Background: an optimization exercise with open tools, aiming at small area, a short achievable clock period and few clock cycles per item. Do not read the settings as production practice.
At most, simulation tests tie the RTL to the original design; equivalence was not proved.
No activity file was given, so power comes from the tool's default toggle rates.

Setup of 03-17:
Design lc4_top, start of the top module:
module lc4_top (
    input  logic        clk,
    input  logic        rst_n,
    output logic [15:0] o_pc,
    input  logic [15:0] i_insn_a,
    input  logic [15:0] i_insn_b,
    output logic [15:0] o_dmem_addr,
    output logic        o_dmem_we,
    output logic [15:0] o_dmem_wdata,
    input  logic [15:0] i_dmem_rdata,
    output logic        o_ret_a_valid,
    output logic [15:0] o_ret_a_pc,
    output logic [15:0] o_ret_a_insn,
    output logic        o_ret_a_rf_we,
    output logic [2:0]  o_ret_a_wsel,
    output logic [15:0] o_ret_a_wdata,
    output logic        o_ret_a_dmem_we,
    output logic [15:0] o_ret_a_dmem_addr,
    output logic [15:0] o_ret_a_dmem_data,
    output logic        o_ret_b_valid,
    output logic [15:0] o_ret_b_pc,
    output logic [15:0] o_ret_b_insn,
    output logic        o_ret_b_rf_we,
    output logic [2:0]  o_ret_b_wsel,
    output logic [15:0] o_ret_b_wdata,
    output logic        o_ret_b_dmem_we,
    output logic [15:0] o_ret_b_dmem_addr,
    output logic [15:0] o_ret_b_dmem_data
);
Settings: LEC_CHECK=0, CAP_MARGIN=0, CORE_MARGIN=2, CORE_UTILIZATION=40, CTS_CLUSTER_DIAMETER=100, CTS_CLUSTER_SIZE=25, SETUP_SLACK_MARGIN=5, SLEW_MARGIN=0; clock period 8.0 ns.
standard.sh (not shown) runs the stock make flow with config.mk's settings and CLKGATE_MAP_FILE= SYNTH_SCRIPT=/design/flow/synth_recipe.tcl, a recipe that flattens the netlist after the stock synthesis.
==> flow/flow/run.sh <==
#!/bin/bash
# The standard layout (the standard.sh), except that the port buffers
# use the smallest plain buffer cell and the constant outputs share one tie
# cell.
export BUFFER_PORTS_ARGS="-buffer_cell sky130_fd_sc_hd__buf_1"
export SKIP_REPAIR_TIE_FANOUT=1
bash standard.sh > standard.log 2>&1
Testbench counts of 03-17, summed over its fixed seeds: cycles 10,235, insns 9,600.
#### Input delta (11-05 over 03-17)
diff --git a/flow/design.v b/flow/design.v
--- a/flow/design.v
+++ b/flow/design.v
@@ -128,43 +128,41 @@
     logic        x_valid;
     logic        x_ldw;               
     logic [15:0] ir;
     logic [15:0] op_a, op_b;          
     logic        xm_a, xm_b;          
     logic        xw_a, xw_b;          
     logic        xo_a, xo_b;          
     logic        fs_ld;               
     logic        m_valid, m_we, m_ld, m_st;
     logic [15:0] m_insn, m_result, m_sdata, m_val;
     logic        w_valid, w_we, w_st;
-    logic [15:0] w_pe, w_pc, w_insn, w_data, w_addr;
-    localparam logic [15:0] PC0 = 16'h81ff;
-    logic [15:0] pc_e, pc_q;          
+    logic [15:0] w_pc, w_insn, w_data, w_addr;
+    logic [15:0] pc_q;
     logic        primed;              
     logic [2:0]  f_rs, f_rt;
     logic        p_rs_re, p_rt_alu, p_is_str, p_is_ldr;
     logic [3:0]  n_op;
     logic        x_we, x_ld;
     logic        xa, xb;              
     logic        stall;               
     logic [15:0] ra, rb;
-    assign pc_q = pc_e ^ PC0;
     assign o_pc = pc_q;
     always_ff @(posedge clk or negedge rst_n) begin
         if (!rst_n) begin
-            pc_e    <= 16'h0;
+            pc_q    <= 16'h81ff;
             primed  <= 1'b0;
             x_valid <= 1'b0;
             x_ldw   <= 1'b0;
         end else begin
-            if (!stall) pc_e <= (pc_q + 16'd1) ^ PC0;
+            if (!stall) pc_q <= pc_q + 16'd1;
             primed  <= 1'b1;
             x_valid <= primed & ~stall;
             x_ldw   <= primed & ~stall & p_is_ldr;
         end
     end
     assign n_op = i_insn_b[15:12];
     always_ff @(posedge clk) begin
         if (!stall) begin
             p_is_str <= (n_op == 4'd7);
             p_is_ldr <= (n_op == 4'd6);
             p_rs_re  <= (n_op == 4'd1) | (n_op == 4'd5) | (n_op == 4'd6) | (n_op == 4'd7);
@@ -279,36 +277,35 @@
     end
     always_ff @(posedge clk) begin
         for (int i = 0; i < 8; i++) begin
             if (m_we && m_insn[11:9] == 3'(i)) regs[i] <= m_val;
         end
     end
     always_ff @(posedge clk or negedge rst_n) begin
         if (!rst_n) begin
             w_valid <= 1'b0;
             w_we    <= 1'b0;
             w_st    <= 1'b0;
-            w_pe    <= 16'h0;
+            w_pc    <= 16'h81ff;
         end else begin
             w_valid <= m_valid;
             w_we    <= m_we;
             w_st    <= m_st;
-            if (m_valid) w_pe <= (w_pc + 16'd1) ^ PC0;
+            if (m_valid) w_pc <= w_pc + 16'd1;
         end
     end
     always_ff @(posedge clk) begin
         w_insn <= m_insn;
         w_data <= m_st ? m_sdata : m_val;
         w_addr <= m_result;
     end
-    assign w_pc = w_pe ^ PC0;
     assign o_ret_a_valid     = w_valid;
     assign o_ret_a_pc        = w_pc;
     assign o_ret_a_insn      = w_insn;
     assign o_ret_a_rf_we     = w_we;
     assign o_ret_a_wsel      = w_insn[11:9];
     assign o_ret_a_wdata     = w_data;
     assign o_ret_a_dmem_we   = w_st;
     assign o_ret_a_dmem_addr = w_addr;
     assign o_ret_a_dmem_data = w_data;
     assign o_ret_b_valid     = 1'b0;
     assign o_ret_b_pc        = 16'h0;
## What came out
03-17 → 11-05: non-clock buffer total of the final layout +17%; simple logic cell fraction of the synthesized area grew by 0.45 points; unique cell type count in the Yosys netlist went up; area of all placed cells without fillers rose by about 5%. Status: die boundary height parity (03-17, 11-05). The maximum cell stage delay along the critical path of 11-05 exceeds that of 03-17 by 20 ps. Compared 11-05 vs 03-17, and post-route core utilization is up in 11-05. Measured against each other, 11-05 and 03-17 differ in maximum frequency, the lower figure coming from 11-05. Diff 03-17 -> 11-05 | met2 routed wirelength | up by a few percent. Comparing 11-05 and 03-17, the higher critical path depth is on 03-17.
For 11-05, only the layout was checked, not whether the RTL still works.

========
Setup of job 2929:
The RTL this note starts from:
==> flow/design.v <==
package lc4_pkg;
    localparam int WORD_W    = 16;
    localparam int REG_IDX_W = 3;
    localparam int NUM_REGS  = 8;
    localparam logic [WORD_W-1:0] RESET_PC = 16'h8200;
    localparam logic [3:0] OP_ARITH = 4'd1;
    localparam logic [3:0] OP_LOGIC = 4'd5;
    localparam logic [3:0] OP_LDR   = 4'd6;
    localparam logic [3:0] OP_STR   = 4'd7;
    localparam logic [3:0] OP_CONST = 4'd9;
    localparam logic [1:0] SUB_ADD = 2'b00;
    localparam logic [1:0] SUB_SUB = 2'b10;
    localparam logic [1:0] SUB_AND = 2'b00;
    localparam logic [1:0] SUB_OR  = 2'b10;
    localparam logic [1:0] SUB_XOR = 2'b11;
    localparam logic [2:0] ALU_ADD  = 3'd0;
    localparam logic [2:0] ALU_SUB  = 3'd1;
    localparam logic [2:0] ALU_AND  = 3'd2;
    localparam logic [2:0] ALU_OR   = 3'd3;
    localparam logic [2:0] ALU_XOR  = 3'd4;
    localparam logic [2:0] ALU_PASS = 3'd5;  
    typedef logic [WORD_W-1:0]    word_t;
    typedef logic [REG_IDX_W-1:0] reg_idx_t;
    typedef struct packed {
        logic [3:0] opcode;
        reg_idx_t   rd;
        reg_idx_t   rs;
        logic       imm_flag;
        logic [1:0] sub_op;
        reg_idx_t   rt;
    } insn_reg_t;
    typedef struct packed {
        logic [3:0] opcode;
        reg_idx_t   rd_rt;  
        reg_idx_t   rs;
        logic [5:0] offset6;
    } insn_off_t;
    typedef struct packed {
        logic [3:0] opcode;
        reg_idx_t   rd;
        logic [8:0] imm9;
    } insn_cst_t;
    typedef union packed {
        insn_reg_t rv;
        insn_off_t ov;
        insn_cst_t cv;
    } insn_u;
    typedef struct packed {
        reg_idx_t   r1;
        logic       r1_re;
        reg_idx_t   r2;
        logic       r2_re;
        reg_idx_t   rd;
        logic       rf_we;
        logic       is_load;
        logic       is_store;
        logic [2:0] alu_op;
        word_t      imm;
        logic       imm_sel;
    } ctrl_t;
    typedef struct packed {
        logic  valid;
        word_t pc;
        insn_u insn;
        ctrl_t ctrl;
        word_t r1_data;
        word_t r2_data;
        word_t result;  
    } slot_t;
    typedef struct packed {
        logic     valid;
        word_t    pc;
        word_t    insn;
        logic     rf_we;
        reg_idx_t wsel;
        word_t    wdata;
        logic     dmem_we;
        word_t    dmem_addr;
        word_t    dmem_data;
    } retire_t;
    typedef struct packed {
        logic     we;
        reg_idx_t rd;
        word_t    value;
    } fwd_t;
endpackage
`timescale 1ns/1ps
module lc4_top (
    input  logic        clk,
    input  logic        rst_n,
    output logic [15:0] o_pc,
    input  logic [15:0] i_insn_a,
    input  logic [15:0] i_insn_b,
    output logic [15:0] o_dmem_addr,
    output logic        o_dmem_we,
    output logic [15:0] o_dmem_wdata,
    input  logic [15:0] i_dmem_rdata,
    output logic        o_ret_a_valid,
    output logic [15:0] o_ret_a_pc,
    output logic [15:0] o_ret_a_insn,
    output logic        o_ret_a_rf_we,
    output logic [2:0]  o_ret_a_wsel,
    output logic [15:0] o_ret_a_wdata,
    output logic        o_ret_a_dmem_we,
    output logic [15:0] o_ret_a_dmem_addr,
    output logic [15:0] o_ret_a_dmem_data,
    output logic        o_ret_b_valid,
    output logic [15:0] o_ret_b_pc,
    output logic [15:0] o_ret_b_insn,
    output logic        o_ret_b_rf_we,
    output logic [2:0]  o_ret_b_wsel,
    output logic [15:0] o_ret_b_wdata,
    output logic        o_ret_b_dmem_we,
    output logic [15:0] o_ret_b_dmem_addr,
    output logic [15:0] o_ret_b_dmem_data
);
    function automatic logic writes_reg(input logic [15:0] w);
        case (w[15:12])
            4'd1:    writes_reg = w[5] | ~w[3];             
            4'd5:    writes_reg = ~w[5] & (w[4] | ~w[3]);   
            4'd6:    writes_reg = 1'b1;                     
            4'd9:    writes_reg = 1'b1;                     
            default: writes_reg = 1'b0;
        endcase
    endfunction
    logic [15:0] regs [8];
    logic [7:0]  rvalid;
    logic        x_valid;
    logic        x_ldw;               
    logic [15:0] ir;
    logic [15:0] op_a, op_b;          
    logic        xm_a, xm_b;          
    logic        xw_a, xw_b;          
    logic        xo_a, xo_b;          
    logic        fs_ld;               
    logic        m_valid, m_we, m_ld, m_st;
    logic [15:0] m_insn, m_result, m_sdata, m_val;
    logic        w_valid, w_we, w_st;
    logic [15:0] w_pc, w_insn, w_data, w_addr;
    logic [15:0] pc_q;
    logic        primed;              
    logic [2:0]  f_rs, f_rt;
    logic        p_rs_re, p_rt_alu, p_is_str, p_is_ldr;
    logic [3:0]  n_op;
    logic        x_we, x_ld;
    logic        xa, xb;              
    logic        stall;               
    logic [15:0] ra, rb;
    assign o_pc = pc_q;
    always_ff @(posedge clk or negedge rst_n) begin
        if (!rst_n) begin
            pc_q    <= 16'h81ff;
            primed  <= 1'b0;
            x_valid <= 1'b0;
            x_ldw   <= 1'b0;
        end else begin
            if (!stall) pc_q <= pc_q + 16'd1;
            primed  <= 1'b1;
            x_valid <= primed & ~stall;
            x_ldw   <= primed & ~stall & p_is_ldr;
        end
    end
    assign n_op = i_insn_b[15:12];
    always_ff @(posedge clk) begin
        if (!stall) begin
            p_is_str <= (n_op == 4'd7);
            p_is_ldr <= (n_op == 4'd6);
            p_rs_re  <= (n_op == 4'd1) | (n_op == 4'd5) | (n_op == 4'd6) | (n_op == 4'd7);
            p_rt_alu <= ((n_op == 4'd1) | (n_op == 4'd5)) & ~i_insn_b[5];
        end
    end
    assign f_rs     = i_insn_a[8:6];
    assign f_rt     = p_is_str ? i_insn_a[11:9] : i_insn_a[2:0];
    assign x_we  = x_valid & writes_reg(ir);
    assign x_ld  = (ir[15:12] == 4'd6);
    assign xa    = x_we & (ir[11:9] == f_rs);
    assign xb    = x_we & (ir[11:9] == f_rt);
    assign stall = x_ldw & ((p_rs_re & (ir[11:9] == f_rs))
                            | (p_rt_alu & (ir[11:9] == i_insn_a[2:0])));
    always_comb begin
        ra = '0;
        rb = '0;
        for (int i = 0; i < 8; i++) begin
            ra = ra | ({16{rvalid[i] & p_rs_re & (f_rs == 3'(i))}} & regs[i]);
            rb = rb | ({16{rvalid[i] & (f_rt == 3'(i))}} & regs[i]);
        end
    end
    always_ff @(posedge clk) begin
        ir    <= i_insn_a;
        op_a  <= ra;
        op_b  <= rb;
        xm_a  <= xa & p_rs_re & ~x_ld;
        xm_b  <= xb & ~x_ld;
        xw_a  <= m_we & (m_insn[11:9] == f_rs) & p_rs_re & ~xa;
        xw_b  <= m_we & (m_insn[11:9] == f_rt) & ~xb;
        xo_a  <= ~(xa & p_rs_re & ~x_ld) & ~(m_we & (m_insn[11:9] == f_rs) & p_rs_re & ~xa);
        xo_b  <= ~(xb & ~x_ld) & ~(m_we & (m_insn[11:9] == f_rt) & ~xb);
        fs_ld <= xb & x_ld;
    end
    logic [3:0]  op;
    logic        is_arith, is_logic, is_ldr, is_str, is_const, is_mem, reg_form;
    logic [15:0] va, vb, imm, opb, sum, logic_res, alu;
    logic        sub;
    assign op       = ir[15:12];
    assign is_arith = (op == 4'd1);
    assign is_logic = (op == 4'd5);
    assign is_ldr   = (op == 4'd6);
    assign is_str   = (op == 4'd7);
    assign is_const = (op == 4'd9);
    assign is_mem   = is_ldr | is_str;
    assign reg_form = (is_arith | is_logic) & ~ir[5];
    assign va = ({16{xm_a}} & m_result) | ({16{xw_a}} & w_data) | ({16{xo_a}} & op_a);
    assign vb = ({16{xm_b}} & m_result) | ({16{xw_b}} & w_data) | ({16{xo_b}} & op_b);
    always_comb begin
        if (is_mem)        imm = {{10{ir[5]}}, ir[5:0]};
        else if (is_const) imm = {{7{ir[8]}}, ir[8:0]};
        else               imm = {{11{ir[4]}}, ir[4:0]};
    end
    assign sub = is_arith & ~ir[5] & ir[4];
    assign opb = reg_form ? (vb ^ {16{sub}}) : imm;
    assign sum = va + opb + {15'd0, sub};    
    always_comb begin
        case (ir[4:3])
            2'b00:   logic_res = va & vb;
            2'b10:   logic_res = va | vb;
            default: logic_res = va ^ vb;
        endcase
    end
    assign alu = is_logic ? logic_res : sum;
    always_ff @(posedge clk or negedge rst_n) begin
        if (!rst_n) begin
            m_valid <= 1'b0;
            m_we    <= 1'b0;
            m_ld    <= 1'b0;
            m_st    <= 1'b0;
        end else begin
            m_valid <= x_valid;
            m_we    <= x_we;
            m_ld    <= x_valid & is_ldr;
            m_st    <= x_valid & is_str;
        end
    end
    always_ff @(posedge clk) begin
        m_insn   <= ir;
        m_result <= alu;
        m_sdata  <= fs_ld ? i_dmem_rdata : vb;
    end
    assign m_val        = m_ld ? i_dmem_rdata : m_result;
    assign o_dmem_addr  = m_result;
    assign o_dmem_wdata = m_sdata;
    assign o_dmem_we    = m_st;
    always_ff @(posedge clk or negedge rst_n) begin
        if (!rst_n) begin
            rvalid <= '0;
        end else if (m_we) begin
            rvalid[m_insn[11:9]] <= 1'b1;
        end
    end
    always_ff @(posedge clk) begin
        for (int i = 0; i < 8; i++) begin
            if (m_we && m_insn[11:9] == 3'(i)) regs[i] <= m_val;
        end
    end
    always_ff @(posedge clk or negedge rst_n) begin
        if (!rst_n) begin
            w_valid <= 1'b0;
            w_we    <= 1'b0;
            w_st    <= 1'b0;
            w_pc    <= 16'h81ff;
        end else begin
            w_valid <= m_valid;
            w_we    <= m_we;
            w_st    <= m_st;
            if (m_valid) w_pc <= w_pc + 16'd1;
        end
    end
    always_ff @(posedge clk) begin
        w_insn <= m_insn;
        w_data <= m_st ? m_sdata : m_val;
        w_addr <= m_result;
    end
    assign o_ret_a_valid     = w_valid;
    assign o_ret_a_pc        = w_pc;
    assign o_ret_a_insn      = w_insn;
    assign o_ret_a_rf_we     = w_we;
    assign o_ret_a_wsel      = w_insn[11:9];
    assign o_ret_a_wdata     = w_data;
    assign o_ret_a_dmem_we   = w_st;
    assign o_ret_a_dmem_addr = w_addr;
    assign o_ret_a_dmem_data = w_data;
    assign o_ret_b_valid     = 1'b0;
    assign o_ret_b_pc        = 16'h0;
    assign o_ret_b_insn      = 16'h0;
    assign o_ret_b_rf_we     = 1'b0;
    assign o_ret_b_wsel      = 3'h0;
    assign o_ret_b_wdata     = 16'h0;
    assign o_ret_b_dmem_we   = 1'b0;
    assign o_ret_b_dmem_addr = 16'h0;
    assign o_ret_b_dmem_data = 16'h0;
endmodule
export LEC_CHECK = 0
export CAP_MARGIN = 0
export CORE_MARGIN = 2
export CORE_UTILIZATION = 40
export CTS_CLUSTER_DIAMETER = 100
export CTS_CLUSTER_SIZE = 25
export SETUP_SLACK_MARGIN = 5
export SLEW_MARGIN = 0
create_clock -name core_clock -period 8.0 [get_ports {clk}]
Scripts as last shown in full above: flow/flow/run.sh
Testbench counts of job 2929, summed over its fixed seeds: cycles 10,235, insns 9,600.
> inputs changed (job 2929 -> job 853)
--- a/flow/design.v
+++ b/flow/design.v
@@ -135,37 +135,36 @@
     logic        fs_ld;               
     logic        m_valid, m_we, m_ld, m_st;
     logic [15:0] m_insn, m_result, m_sdata, m_val;
     logic        w_valid, w_we, w_st;
-    logic [15:0] w_pc, w_insn, w_data, w_addr;
-    logic [15:0] pc_q;
-    logic        primed;              
+    logic [15:0] w_pe, w_pc, w_insn, w_data, w_addr;
+    localparam logic [15:0] PC0 = 16'h8200;
+    localparam logic [15:0] WPC0 = 16'h81ff;
+    logic [15:0] pc_e, pc_q;          
     logic [2:0]  f_rs, f_rt;
-    logic        p_rs_re, p_rt_alu, p_is_str, p_is_ldr;
+    logic        p_rs_re, p_rt_alu, p_is_str;
     logic [3:0]  n_op;
     logic        x_we, x_ld;
     logic        xa, xb;              
     logic        stall;               
     logic [15:0] ra, rb;
+    assign pc_q = pc_e ^ PC0;
     assign o_pc = pc_q;
     always_ff @(posedge clk or negedge rst_n) begin
         if (!rst_n) begin
-            pc_q    <= 16'h81ff;
-            primed  <= 1'b0;
+            pc_e    <= 16'h0;
             x_valid <= 1'b0;
             x_ldw   <= 1'b0;
         end else begin
-            if (!stall) pc_q <= pc_q + 16'd1;
-            primed  <= 1'b1;
-            x_valid <= primed & ~stall;
-            x_ldw   <= primed & ~stall & p_is_ldr;
+            if (!stall) pc_e <= (pc_q + 16'd1) ^ PC0;
+            x_valid <= ~stall;
+            x_ldw   <= ~stall & (i_insn_a[15:12] == 4'd6);
         end
     end
     assign n_op = i_insn_b[15:12];
     always_ff @(posedge clk) begin
         if (!stall) begin
             p_is_str <= (n_op == 4'd7);
-            p_is_ldr <= (n_op == 4'd6);
             p_rs_re  <= (n_op == 4'd1) | (n_op == 4'd5) | (n_op == 4'd6) | (n_op == 4'd7);
             p_rt_alu <= ((n_op == 4'd1) | (n_op == 4'd5)) & ~i_insn_b[5];
         end
     end
@@ -198,9 +197,9 @@
         fs_ld <= xb & x_ld;
     end
     logic [3:0]  op;
     logic        is_arith, is_logic, is_ldr, is_str, is_const, is_mem, reg_form;
-    logic [15:0] va, vb, imm, opb, sum, logic_res, alu;
+    logic [15:0] va, vb, imm, opb, pp, gg, cy, half, logic_res, alu;
     logic        sub;
     assign op       = ir[15:12];
     assign is_arith = (op == 4'd1);
     assign is_logic = (op == 4'd5);
@@ -217,17 +216,36 @@
         else               imm = {{11{ir[4]}}, ir[4:0]};
     end
     assign sub = is_arith & ~ir[5] & ir[4];
     assign opb = reg_form ? (vb ^ {16{sub}}) : imm;
-    assign sum = va + opb + {15'd0, sub};    
+    assign pp = va ^ opb;
+    assign gg = va & opb;
+    always_comb begin
+        logic [15:0] g, p, gn, pn;
+        g = gg;
+        p = pp;
+        g[0] = gg[0] | (pp[0] & sub);
+        for (int d = 1; d < 16; d = d * 2) begin
+            gn = g;
+            pn = p;
+            for (int i = d; i < 16; i++) begin
+                gn[i] = g[i] | (p[i] & g[i-d]);
+                pn[i] = p[i] & p[i-d];
+            end
+            g = gn;
+            p = pn;
+        end
+        cy = {g[14:0], sub};
+    end
     always_comb begin
         case (ir[4:3])
             2'b00:   logic_res = va & vb;
             2'b10:   logic_res = va | vb;
             default: logic_res = va ^ vb;
         endcase
     end
-    assign alu = is_logic ? logic_res : sum;
+    assign half = is_logic ? logic_res : pp;
+    assign alu  = half ^ (cy & {16{~is_logic}});
     always_ff @(posedge clk or negedge rst_n) begin
         if (!rst_n) begin
             m_valid <= 1'b0;
             m_we    <= 1'b0;
@@ -265,21 +283,22 @@
         if (!rst_n) begin
             w_valid <= 1'b0;
             w_we    <= 1'b0;
             w_st    <= 1'b0;
-            w_pc    <= 16'h81ff;
+            w_pe    <= 16'h0;
         end else begin
             w_valid <= m_valid;
             w_we    <= m_we;
             w_st    <= m_st;
-            if (m_valid) w_pc <= w_pc + 16'd1;
+            if (m_valid) w_pe <= (w_pc + 16'd1) ^ WPC0;
         end
     end
     always_ff @(posedge clk) begin
         w_insn <= m_insn;
         w_data <= m_st ? m_sdata : m_val;
         w_addr <= m_result;
     end
+    assign w_pc = w_pe ^ WPC0;
     assign o_ret_a_valid     = w_valid;
     assign o_ret_a_pc        = w_pc;
     assign o_ret_a_insn      = w_insn;
     assign o_ret_a_rf_we     = w_we;
[summary]
- From job 2929 to job 853 the numbers moved as follows: internal power summed over all cells picked up an extra about 4%; minimum clock period after layout went up; number of clock buffers inserted by TritonCTS grew by 1; length of routed wiring on met1 +5.2%.
- Taking job 2929 as the reference, in job 853 synthesized area increased 160 um2, cell count increased 56, non-clock buffer share of cell area essentially unchanged.
- Of job 853 and job 2929, it is job 853 that has the higher portion of total power attributed to the clock network.
- Delta (job 853 minus job 2929): total wire length after detailed routing picked up an extra about 4%, via count picked up an extra about 1.3%.
Function not checked in job 853: the RTL went through the layout flow alone.

==> afterwards: timing with drivers on the ports <==
The flow's constraints put no driver on any port. The routed layouts listed below were extracted and timed again, unchanged, in two steps.
Step 1 (the two cells are an assumption about what drives the block):
set clk [get_ports {clk}]
set_driving_cell -lib_cell sky130_fd_sc_hd__clkbuf_16 $clk
set_driving_cell -lib_cell sky130_fd_sc_hd__buf_2 [delete_from_list [all_inputs] $clk]
Step 2 times the ports against the registers' clock, not the clock port: input delays grow and output delays shrink by t, the midpoint of the rising clock arrivals with the driver on.
a / b / c = ideal / step 1 / step 2; a / b = the first two.
| run | shift t [ns] | setup WS [ns] | worst setup path after step 2 |
|---|---|---|---|
| 03-17 | 0.578 | 4.981 / 4.981 / 4.465 | input to register |
| 11-05 | 0.575 | 4.952 / 4.952 / 4.413 | input to register |
| job 2929 | 0.575 | 5.021 / 4.991 / 4.554 | input to register |
| job 853 | 0.578 | 4.973 / 4.973 / 4.488 | input to register |
After both steps every run listed still meets setup and hold. For 11-05, which loses most, drivers alone change the setup slack by 0.000 ns; drivers and shift together by -0.539 ns.
